Background: an optimization exercise with open tools, aiming at small area, a short achievable clock period and few clock cycles per item. Do not read the settings as production practice.
Power figures rest on the tool's default switching activity, not on a simulated workload.

== v48 ==
// ooo_core
module ooo_core (
    input  logic       clk,
    input  logic       rst,
    input  logic       in_valid,
    input  logic [2:0] in_op,
    input  logic [2:0] in_dst,
    input  logic [2:0] in_src_a,
    input  logic [2:0] in_src_b,
    input  logic [7:0] in_imm,
    output logic       retire_valid,
    output logic [2:0] retire_dst,
    output logic [7:0] retire_value
);
Size in the first run: about 530 cells after synthesis, about 35 I/O pins, roughly 4900 um^2 of cells after synthesis.
export LEC_CHECK = 0
export ABC_AREA = 1
export CAP_MARGIN = 20
export CORE_MARGIN = 2
export CORE_UTILIZATION = 40
export PLACE_DENSITY = 0.6
export SETUP_SLACK_MARGIN = 5
export SLEW_MARGIN = 20
export TNS_END_PERCENT = 10
create_clock -name core_clock -period 8.0 [get_ports {clk}]
standard.sh (not shown) runs the stock make flow with config.mk's settings and CLKGATE_MAP_FILE= SYNTH_SCRIPT=/design/flow/synth_recipe.tcl, a recipe that flattens the netlist after the stock synthesis.
==> flow/flow/run.sh <==
#!/bin/bash
# Standard layout, with timing repair aimed below the standard settings' limit.
set -euo pipefail
bash standard.sh SETUP_SLACK_MARGIN=5.7 finish > standard_flow.log 2>&1
The inputs of v42 differ from those of v48 as listed below.
==> flow/run.sh (new file) <==
#!/bin/bash
# synth_recipe.tcl (not shown) runs the flow's synth.tcl, then flattens the netlist and writes it again
# the make line also repeats each setting of config.mk as NAME=value (left out here)
make -C /OpenROAD-flow-scripts/flow DESIGN_CONFIG=/design/flow/config.mk WORK_HOME=/design/flow/orfs CLKGATE_MAP_FILE= SYNTH_SCRIPT=/design/flow/synth_recipe.tcl finish
removed: flow/flow/run.sh
removed: flow/standard.sh
--- outcome ---
- In the reports for v48 and v42, the larger setup slack after layout belongs to v48.
- Routed wire length on v42 is ahead of v48.
- Compared to v48, v42 has first-iteration DRC count 43 higher.
- Of v48 and v42, v42 shows the higher total of fill cells in the finished design, with v48 below it.
Modified inputs, v32 compared to v42
==> flow/flow/run.sh (new file) <==
#!/bin/bash
# The standard layout, with two changes:
#  - synthesis maps logic with an area-oriented ABC script (flow/area.abc) and
#    without ORFS's half/full-adder cell mapping; registers are mapped exactly
#    as in the standard synthesis, which runs the same script otherwise;
#  - timing repair aims below the limit the standard settings allow.
# Each step's full log is in orfs/logs; make's own output is in standard_flow.log.
set -euo pipefail
here=$(pwd)
export MY_ABC_SCRIPT=$here/flow/area.abc
bash standard.sh SYNTH_SCRIPT=$here/flow/synth.tcl ADDER_MAP_FILE= SETUP_SLACK_MARGIN=${MARGIN:-5.7} finish > standard_flow.log 2>&1
==> flow/flow/area.abc (new file) <==
strash
ifraig
scorr
dc2
strash
&get -n
&dch -f
&nf
&put
topo
stime -c
==> flow/flow/synth.tcl (new file) <==
proc synth {args} { yosys synth -nofsm -noshare {*}$args }
# Map logic with the area-oriented ABC script given in MY_ABC_SCRIPT instead of ORFS's
proc abc {args} {
  set i [lsearch -exact $args -script]
  if {$i >= 0} { set args [lreplace $args $i [expr {$i + 1}] -script $::env(MY_ABC_SCRIPT)] }
  yosys abc {*}$args
}
source $::env(SCRIPTS_DIR)/synth.tcl
# left out here: clear keep_hierarchy, flatten, clean up, hide names made inside functions, write 1_2_yosys.v
==> flow/standard.sh (new file) <==
#!/bin/bash
# synth_recipe.tcl (not shown) runs the flow's synth.tcl, then flattens the netlist and writes it again
# the make line also repeats each setting of config.mk as NAME=value (left out here)
make -C /OpenROAD-flow-scripts/flow DESIGN_CONFIG=/design/flow/config.mk WORK_HOME=/design/flow/orfs CLKGATE_MAP_FILE= SYNTH_SCRIPT=/design/flow/synth_recipe.tcl "${@:-finish}"
removed: flow/run.sh
--- outcome ---
Looking at post-layout worst setup margin across both flows, v32 is the stronger of the two, with v42 trailing. Wire length on met1 in v32 is about 20% below v42. v32 — clock power 21% lower, v42 as reference. When the final numbers for v42 and v32 were put side by side, the final period demand of the worst path turned out to be smaller in v32. Total power after layout was higher in the run labelled v42. Comparing v42 and v32, the higher post-cts gate resize count was measured on v32. Non-clock buffer count: v32 > v42. Re x dimension of the die: v32 is 6.5% down on v42. The run with more routed wire is v42, not v32. v42 ended up with more cell instances than v32 did. Compare v42 and v32 | clock input transition at the sequential cells of the worst setup and hold paths higher: v32.
No run of this note included a check of the RTL's function; only the layout flow was run.

[port drivers added, routing unchanged]
How much do the figures lean on ideal ports? The routed layouts below were timed once more, with nothing changed but the port constraints.
Step 1 (the two cells are an assumption about what drives the block):
set clk [get_ports {clk}]
set_driving_cell -lib_cell sky130_fd_sc_hd__clkbuf_16 $clk
set_driving_cell -lib_cell sky130_fd_sc_hd__buf_2 [delete_from_list [all_inputs] $clk]
Step 2 also shifts input and output timing later by t, the mid clock arrival at the registers, as if the neighbouring blocks saw the same clock.
Slacks: no drivers / after step 1 / after step 2; pairs: no drivers / after step 1.
| run | t, ns | setup slack, ns | latest minus earliest clock arrival (ns) |
|---|---|---|---|
| v48 | 0.380 | 5.549 / 5.553 / 5.176 | 0.007 / 0.007 |
| v42 | 0.376 | 4.784 / 4.797 / 4.421 | 0.010 / 0.010 |
| v32 | 0.398 | 5.032 / 5.031 / 4.659 | 0.010 / 0.011 |
After both steps every run listed still meets setup and hold.
